Source: an optimization exercise on an open RTL-to-GDS flow (aim: small area). Production flows keep margins and buffers that such runs may drop. Function was checked by simulation only, so behaviour that the tests miss may differ from the original. Power figures rest on the tool's default switching activity, not on a simulated workload.

==> design.v <==
module rf_read_port #(
  parameter int WIDTH = 64
) (
  input  logic             clk,
  input  logic             reset,
  input  logic             req,
  input  logic [4:0]       addr,
  input  logic [WIDTH-1:0] stored,
  input  logic             wr_en,
  input  logic [4:0]       wr_addr,
  input  logic [WIDTH-1:0] wr_data,
  output logic [WIDTH-1:0] data
);
  always_ff @(posedge clk) begin
    if (reset)    data <= '0;
    else if (req) data <= (wr_en && wr_addr == addr) ? wr_data : stored;
  end
endmodule
module register_file #(
  parameter int WIDTH   = 64,
  parameter int NREGS   = 32,
  parameter int SP_INIT = 524288
) (
  input  logic                    clk,
  input  logic                    reset,
  input  logic                    wr_en,
  input  logic [4:0]              wr_addr,
  input  logic signed [WIDTH-1:0] wr_data,
  input  logic                    rd_req,
  input  logic [4:0]              rd_addr,
  input  logic [4:0]              rs_addr,
  input  logic [4:0]              rt_addr,
  output logic signed [WIDTH-1:0] rd_data,
  output logic signed [WIDTH-1:0] rs_data,
  output logic signed [WIDTH-1:0] rt_data,
  output logic                    rd_valid,
  output logic signed [WIDTH-1:0] sp_out
);
  localparam int NPORTS = 3;
  localparam int SP_IDX = NREGS - 1;
  logic [WIDTH-1:0] regs [NREGS];
  logic [NPORTS-1:0][4:0]       raddr;
  logic [NPORTS-1:0][WIDTH-1:0] rstored;
  logic [NPORTS-1:0][WIDTH-1:0] rdata;
  assign raddr = {rt_addr, rs_addr, rd_addr};
  always_ff @(posedge clk) begin
    if (reset) begin
      for (int i = 0; i < NREGS; i++)
        regs[i] <= (i == SP_IDX) ? WIDTH'(SP_INIT) : '0;
    end else if (wr_en && 32'(wr_addr) < NREGS) begin
      regs[wr_addr] <= wr_data;
    end
  end
  always_ff @(posedge clk) begin
    if (reset) rd_valid <= 1'b0;
    else       rd_valid <= rd_req;
  end
  for (genvar p = 0; p < NPORTS; p++) begin : g_port
    assign rstored[p] = (32'(raddr[p]) < NREGS) ? regs[raddr[p]] : '0;
    rf_read_port #(.WIDTH(WIDTH)) u_port (
      .clk     (clk),
      .reset   (reset),
      .req     (rd_req),
      .addr    (raddr[p]),
      .stored  (rstored[p]),
      .wr_en   (wr_en),
      .wr_addr (wr_addr),
      .wr_data (wr_data),
      .data    (rdata[p])
    );
  end
  assign rd_data = rdata[0];
  assign rs_data = rdata[1];
  assign rt_data = rdata[2];
  assign sp_out = regs[SP_IDX];
endmodule
==> run.sh <==
#!/bin/bash
# synth_recipe.tcl (not shown) runs the flow's synth.tcl, then flattens the netlist and writes it again
# the make line also repeats each setting of config.mk as NAME=value (left out here)
make -C /OpenROAD-flow-scripts/flow DESIGN_CONFIG=/design/flow/config.mk WORK_HOME=/design/flow/orfs CLKGATE_MAP_FILE= SYNTH_SCRIPT=/design/flow/synth_recipe.tcl finish
==> config.mk <==
export PLATFORM = sky130hd
export DESIGN_NAME = register_file
export DESIGN_NICKNAME = register_file
export VERILOG_FILES = /design/flow/design.v
export SDC_FILE = /design/flow/constraint.sdc
export NUM_CORES = 4
export LEC_CHECK = 0
export CAP_MARGIN = 20
export CORE_MARGIN = 2
export CORE_UTILIZATION = 40
export SLEW_MARGIN = 20
==> constraint.sdc <==
create_clock -name core_clock -period 5.0 [get_ports {clk}]
set_input_delay 1.0000 -clock core_clock [delete_from_list [all_inputs] [get_ports {clk}]]
set_output_delay 1.0000 -clock core_clock [all_outputs]
set_load 0.01 [all_outputs]
==> notes.md, run 1 <==
status finished clean; final instance area 152000 sq um; dpl cells 13700; Startpoint Class primary input; detailed placer's ending HPWL 344000 um; register area share after synthesis 0.489; slack of the critical path 1.05 ns; Post-CTS Setup Inserts 0; Final period util 0.790; Synth Cell Area 134000 sq um; WS Path Type primary input to flop; fin crit period 3.95 ns; top_reg_cell synth edfxtp_1; worst endpoint required time 5.74 ns; Die Area 339000 sq um; TritonCTS Buffers 269; max_slew headroom 0.113; first-pass GRT wire length 811000 um; Top Ports 345; CTS tree yes; Syn Area/Cell 13.9 sq um; Mapped Cells 9632; Max-cap violations 0; via count 101000; Synth area leader edfxtp_1; register bit total from synthesis 2241; syn nets 9720; fin cells 14300; die height 582 um; # DRC 0; commonest non-fill, non-tap cell in the layout and2_1; Setup-failing EPs final 0; count of cell types in the netlist 64; clock slew at reported path FFs 0.06 ns; Yosys warning total 2; hold crit path type flop to flop; Final TNS setup 0 ns; Post-Route WL 600000 um; routed vias/inst 7.07; Comb pwr share 0.155; setup slack at placement 0.345 ns; CP Max Fanout 37; Total Power 51.1 mW; root buffer cell clkbuf_16; Final Util 0.458; largest net degree at the start of global routing 112; capturing element type of the critical path flop; RSZ-0062 raised after global routing no; layout cells sized above 1 0.235; Int Pwr 36.8 mW; Max VDD drop 0.235 mV; nets 9674; Worst-Margin Slew 1.33 ns; Core Box Area 333000 sq um; Initial Util 0.401; ys async rst share 0; initial antenna violation count 75; power share of the clock group 0.404; P&R area growth vs syn 14.1%; data arrival time of the worst path 4.69 ns; cell area after placement 143000 sq um; average wire per standard cell 42.0 um; # fillers 29100; Pre-antenna DRT Iters 7; Longest Clk Path Bufs 4; Psw 14.3 mW; top post-synthesis cells by area edfxtp_1 (46%), mux4_2 (22%), and2_1 (9.7%); H-tree depth 5; Port Buf Inserts 344; # rows 212; Routability Congestion 0.927; Worst Skew 0.0543 ns; DRT iter0 DRCs 18900; Hold Fails Final Rpt 0; vias in the first global route 97400; clk latency of the worst-skew pair 0.92 ns; sequential share of power 0.442; Die Span X 582 um; gr usage total 0.346; max-slew violation count 0; global route overflow 0; Post-synth EDFFs 2048; f_max 0.253 GHz; Post-CTS Hold Fix Bufs 0; Sw Ratio 0.280; leakage 52.7 nW; Routed Antenna Nets 0; PwrDens 335 nW/um^2; commonest cells after routing, fill and taps aside and2_1 (2072), edfxtp_1 (2048), mux4_2 (1286), mux2i_1 (839), clkdlybuf4s50_1 (290); clock sink count 2241; Synth top area share 0.460; Resized cells post-CTS 0; Hold WS 0.452 ns
-- power groups by stage --
| stage | Sequential [mW] | Clock [mW] | Combinational [mW] |
|---|---|---|---|
| after global placement | 22.8 | 0 | 7.62 |
| after CTS | 22.5 | 20.7 | 7.69 |
| final | 22.6 | 20.6 | 7.92 |
| after detailed placement | 22.9 | 0 | 7.67 |
| after floorplan | 22.5 | 0 | 4.54 |
| after global routing | 22.6 | 21.3 | 8.05 |
-- critical path, cell delays in order --
cell,delay (ns)
clkdlybuf4s50_1,0.91
xor2_1,0.37
nor4_1,0.73
and3_4,0.35
buf_4,0.81
nor4_1,0.15
a21oi_1,0.16
a211oi_1,0.10
-- registers in the layout (all words and copies together) (netlist names) --
register            cells
g_port.u_port.data    192
rd_valid                1
regs                 2048
-- cell type report --
class                           count  area, sq um  share of cell area
Antenna cell                       86          215             0.00141
Clock buffer                      358         7370              0.0483
Clock inverter                    134         1680              0.0110
Inverter                           10         57.6            0.000378
Multi-Input combinational cell   6299        63600               0.417
Sequential cell                  2241        65400               0.429
Tap cell                         4387         5490              0.0360
Timing Repair Buffer              765         8630              0.0566
-- synth_stat cells, types with 113 or more instances --
master and number:
nor2_1 161, o21ai_0 273, edfxtp_1 2048, buf_4 113, a22oi_1 144, buf_2 180, clkbuf_1 684, a21oi_1 165
o22ai_1 163, o221ai_1 136, nand2_1 274, dfxtp_1 193, and2_1 2074, mux2i_1 839, nor2b_1 133, a211oi_1 135
mux4_2 1286
-- final timing paths --
kind	from	slack, ns	depth (start not counted)	to
max reg2reg	regs[31][58]$_SDFFCE_PN0P_	2.28	6	g_port[2].u_port.data[58]$_SDFFE_PP0P_
min reg2reg	g_port[2].u_port.data[3]$_SDFFE_PP0P_	0.45	2	g_port[2].u_port.data[3]$_SDFFE_PP0P_
max	wr_addr[3]	1.05	8	g_port[0].u_port.data[53]$_SDFFE_PP0P_
min	g_port[2].u_port.data[3]$_SDFFE_PP0P_	0.45	2	g_port[2].u_port.data[3]$_SDFFE_PP0P_
-- routing by layer --
| layer | global-route usage | share of wire | vias to the layer above |
|---|---|---|---|
| met5 | 0.00227 | 0.00045 | - |
| met2 | 0.505 | 0.43 | 9793 |
| met3 | 0.110 | 0.15 | 2229 |
| met4 | 0.231 | 0.077 | 24 |
| met1 | 0.439 | 0.34 | 51300 |
| li1 | - | - | 37700 |
-- kinds of logic (layout without fill, tap and decap cells) --
group / Yosys count / after routing / share of synthesized area
buf+inv: 1092 / 1267 / 0.0390
flops: 2241 / 2241 / 0.489
mux: 2147 / 2147 / 0.282
other cells: 0 / 86 / 0
compound gates: 1273 / 1273 / 0.0641
simple gates: 2864 / 2864 / 0.125
xor+xnor: 15 / 15 / 0.000983
==> run 2, diff against run 1 <==
--- a/design.v
+++ b/design.v
@@ -44,11 +44,12 @@
   logic [NPORTS-1:0][WIDTH-1:0] rdata;
   assign raddr = {rt_addr, rs_addr, rd_addr};
+  logic [NREGS-1:0] valid;
   always_ff @(posedge clk) begin
-    if (reset) begin
-      for (int i = 0; i < NREGS; i++)
-        regs[i] <= (i == SP_IDX) ? WIDTH'(SP_INIT) : '0;
-    end else if (wr_en && 32'(wr_addr) < NREGS) begin
+    if (wr_en && 32'(wr_addr) < NREGS)
       regs[wr_addr] <= wr_data;
-    end
+  end
+  always_ff @(posedge clk) begin
+    if (reset)                               valid <= '0;
+    else if (wr_en && 32'(wr_addr) < NREGS)  valid[wr_addr] <= 1'b1;
   end
   always_ff @(posedge clk) begin
@@ -57,5 +58,7 @@
   end
   for (genvar p = 0; p < NPORTS; p++) begin : g_port
-    assign rstored[p] = (32'(raddr[p]) < NREGS) ? regs[raddr[p]] : '0;
+    assign rstored[p] = (32'(raddr[p]) >= NREGS) ? '0 :
+                        valid[raddr[p]] ? regs[raddr[p]] :
+                        (raddr[p] == 5'(SP_IDX)) ? WIDTH'(SP_INIT) : '0;
     rf_read_port #(.WIDTH(WIDTH)) u_port (
       .clk     (clk),
@@ -73,4 +76,4 @@
   assign rs_data = rdata[1];
   assign rt_data = rdata[2];
-  assign sp_out = regs[SP_IDX];
+  assign sp_out = valid[SP_IDX] ? regs[SP_IDX] : WIDTH'(SP_INIT);
 endmodule
==> run 2 against run 1 <==
Effect of this change:
- largest power group unchanged
- count of clock-buffer cells in the layout shrank 38
- worst setup slack lost 0.25 ns
- die area shrank 10%
- synthesized area shrank 10%
- still clean
==> notes.md, run 2 <==
# DRC 0 (unchanged); Core Box Area 299000 sq um (-10%); Die Span X 551 um (-5.3%); XOR/XNOR Fraction of Synth Area 0.00146 (+0.000478); capturing element type of the critical path output pin; top post-synthesis cells by area edfxtp_1 (51%), mux4_2 (22%), mux2i_1 (6.9%); detailed placer's ending HPWL 286000 um (-17%); Crit path largest cell delay 0.96 ns (+0.05 ns); Hold Fails Final Rpt 0 (unchanged); multiplexer area fraction after synthesis 0.291 (+0.00884); Total Power 45.6 mW (-11%); Setup-failing EPs final 0 (unchanged); DRT iter0 DRCs 15200 (-19%); count of cell types in the netlist 61 (-4.7%); Resized cells post-CTS 0 (unchanged); Routability Congestion 0.906 (-2.2%); register area share after synthesis 0.551 (+0.0616); reg2reg setup slack 1.58 ns (-0.70 ns); average wire per standard cell 42.1 um (+0.12%); Hold WS 0.477 ns (+0.0255 ns); Port Buf Inserts 344 (unchanged); Buf/Inv on CP 2 (unchanged); met2 Usage GRT 0.464 (-0.0413); Routed Antenna Nets 0 (unchanged); PwrDens 331 nW/um^2 (-1.3%); fin crit period 4.20 ns (+0.246 ns); nets 7793 (-19%); routed vias/inst 7.28 (+3.0%); syn nets 7571 (-22%); Setup crit end sp_out[61]; TritonCTS Buffers 249 (-7.4%); slowest CP cell dfxtp_4; clk latency of the worst-skew pair 0.95 ns (+0.03 ns); top_reg_cell synth edfxtp_1; Pre-antenna DRT Iters 7 (unchanged); CP cell instances buf_4, and2_1, clkdlybuf4s50_1; busiest layer in global routing met2; Commonest cells post-synth edfxtp_1 (2048), mux4_2 (1177), mux2i_1 (832); Longest Clk Path Bufs 4 (unchanged); Synth area leader edfxtp_1; CP Max Fanout 48 (+30%); # fillers 25400 (-13%); via count 86500 (-14%); hold crit path type flop to flop; Post-Route WL 499000 um (-17%); Top Ports 345 (unchanged); Post-Synth Simple-Gate Area 0.0487 (-0.0762); Synth Area in Compound Gates 0.0798 (+0.0157); Critical Path Start valid[31]$_SDFFE_PP0P_; P&R area growth vs syn 14.9%; fin cells 11900 (-17%); Worst-Margin Slew 1.18 ns (-0.144 ns); number of flip-flops in the largest register 2048 (unchanged); data arrival time of the worst path 3.20 ns (-1.49 ns); Post-CTS Setup Inserts 0 (unchanged); GRT met1 Usage 0.428 (-0.0106); Max VDD drop 0.291 mV (+23%); R2R depth 8 (+2); initial antenna violation count 19 (-75%); clock slew at reported path FFs 0.06 ns (about the same); largest family of logic cells by synthesized area multiplexers; leakage 44.7 nW (-15%); Post-CTS Hold Fix Bufs 0 (unchanged); worst endpoint required time 4.00 ns (-1.74 ns); Yosys warning total 2 (unchanged); WS Path Type flop to output pin; Worst Skew 0.0778 ns (+0.0235 ns); gr usage total 0.320 (-0.0253); CTS tree yes; largest net degree at the start of global routing 132 (+18%); cell area after placement 130000 sq um (-9.5%); commonest non-fill, non-tap cell in the layout edfxtp_1; reg-to-reg critical path startpoint valid[31]$_SDFFE_PP0P_; root buffer cell clkbuf_16; f_max 0.238 GHz (-5.9%); Top reg by flops regs; Mapped Cells 7479 (-22%); adder and majority gate portion of the synthesized area 0.000417 (+0.000417); max_slew headroom 0.210 (+0.0970); Synth top area share 0.513 (+0.0529); WP depth 3 (-5); H-tree depth 4 (-1); max-slew violation count 0 (unchanged); M3 GR Usage 0.103 (-0.00707); clock sink count 2273 (+1.4%); RSZ-0062 raised after global routing no; most frequent cell after synthesis edfxtp_1; final instance area 138000 sq um (-9.7%); commonest cells after routing, fill and taps aside edfxtp_1 (2048), mux4_2 (1177), mux2i_1 (832), a22oi_1 (566), o22ai_1 (305); Final period util 0.839 (+0.0492); Largest delay share family, worst path buffers and inverters; Final Util 0.461 (+0.00303); layout cells sized above 1 0.267 (+0.0323); area of the multi-input gates 51000 sq um (-20%); Post-synth EDFFs 2048 (unchanged); dpl cells 11400 (-17%); ys async rst share 0 (unchanged); register bit total from synthesis 2273 (+1.4%); first-pass GRT wire length 677000 um (-16%); vias in the first global route 83500 (-14%); Initial Util 0.401 (about the same); status finished clean; # rows 201 (-5.2%); Critical R2R Capture g_port[2].u_port.data[35]$_SDFFE_PP0P_; Die Area 304000 sq um (-10%); die height 551 um (-5.3%); global route overflow 0 (unchanged); Syn Area/Cell 16.0 sq um (+16%); Synth Cell Area 120000 sq um (-10%); Max-cap violations 0 (unchanged); Startpoint Class flop; biggest regs regs x2048, g_port.u_port.data x192, valid x32; register area 66000 sq um (+0.99%)
run 2: cell types whose count changed after synthesis, moves of 86 or more:
| cell | delta |
|---|---|
| o221ai_1 | -124 |
| nand2_1 | -114 |
| a22oi_1 | +422 |
| o22ai_1 | +142 |
| nand4_1 | +86 |
| a211oi_1 | -112 |
| mux4_2 | -109 |
| nand3_1 | +125 |
| nor2_1 | +167 |
| clkbuf_1 | -321 |
| a21oi_1 | -110 |
| and2_1 | -2003 |
| o21ai_0 | -161 |
run 2: layout make-up:
| class | count | area share |
|---|---|---|
| repair buffers | 691 | 0.0550 |
| diodes | 10 | 0.000182 |
| clock inverters | 137 | 0.0104 |
| inverters | 20 | 0.000545 |
| clock buffers | 320 | 0.0486 |
| flip-flops and latches | 2273 | 0.479 |
| multi-input cells | 4466 | 0.370 |
| well taps | 3958 | 0.0360 |
run 2: per-layer routing:
| metal | part of all wire | vias to the layer above |
|---|---|---|
| met5 | 0.000080 | - |
| met4 | 0.062 | 6 |
| met3 | 0.15 | 1518 |
| met2 | 0.43 | 7780 |
| met1 | 0.36 | 44900 |
| li1 | - | 32300 |
run 2: tightest hold or removal path: stages, from the launching register on:
cell      delay, ns
dfxtp_1        0.31
nor2_1         0.08
a311oi_1       0.04
run 2: worst min-delay path by stage:
stage / start / end / cells after the start
6_report: g_port[1].u_port.data[50]$_SDFFE_PP0P_ / g_port[1].u_port.data[50]$_SDFFE_PP0P_ / 2
5_1_grt: g_port[1].u_port.data[57]$_SDFFE_PP0P_ / g_port[1].u_port.data[57]$_SDFFE_PP0P_ / 2
4_1_cts: g_port[1].u_port.data[50]$_SDFFE_PP0P_ / g_port[1].u_port.data[50]$_SDFFE_PP0P_ / 2
3_5_place_dp: g_port[1].u_port.data[50]$_SDFFE_PP0P_ / g_port[1].u_port.data[50]$_SDFFE_PP0P_ / 2
3_3_place_gp: g_port[1].u_port.data[39]$_SDFFE_PP0P_ / g_port[1].u_port.data[39]$_SDFFE_PP0P_ / 2
2_1_floorplan: valid[5]$_SDFFE_PP0P_ / valid[5]$_SDFFE_PP0P_ / 2
run 2: kinds of logic (layout without fill, tap and decap cells):
| group | Yosys count | count (layout) |
|---|---|---|
| xor gates and xnor gates | 20 | 20 |
| adders and majority gates | 4 | 4 |
| DFF | 2273 | 2273 |
| muxes | 2012 | 2012 |
| AOI/OAI and AO/OA | 1305 | 1305 |
| buffers and inverters | 740 | 1168 |
| and+or+nand+nor | 1125 | 1125 |
| other | 0 | 10 |
run 2: through the flow:
stage,setup TNS (ns),worst slack (ns)
after floorplan,-137.21,-0.254
after global placement,0,0.574
after detailed placement,0,0.565
after global routing,0,0.688
final,0,0.804
after CTS,0,0.667
run 2: where the power goes:
| group | leakage, nW | total [mW] | switching, mW | internal (mW) |
|---|---|---|---|---|
| combinational | 20.4 | 5.46 | 3.32 | 2.14 |
| sequential | 20.3 | 21.4 | 0.332 | 21.0 |
| clock | 3.96 | 18.8 | 8.00 | 10.8 |

## what the ideal ports hide
Ports are ideal in the flow. The routed layouts listed here were re-timed in OpenROAD.
Step 1 sets driving cells, clkbuf_16 on the clock port and buf_2 on the other inputs (assumed; they add their load-dependent delay and slew).
Step 2, shift: input delay + t, output delay - t, t = (earliest + latest rising clock arrival at the registers) / 2. This alone moves slack from input paths to output paths.
Slacks: ideal ports / drivers / drivers and shift; pairs: ideal ports / drivers.
run	t (ns)	setup WS [ns]	worst setup path after step 2	slew at the worst register clock pin (ns)	pins driven straight from the clock port
run 1	1.018	1.049 / 1.131 / 0.113	input to register	0.07 / 0.07	1
run 2	1.012	0.804 / 0.705 / 0.265	input to register	0.07 / 0.07	1
After both steps setup and hold are still met in every run listed. The setup slack of run 1, which loses most, moves by +0.082 ns with the drivers and by -0.936 ns with both steps.
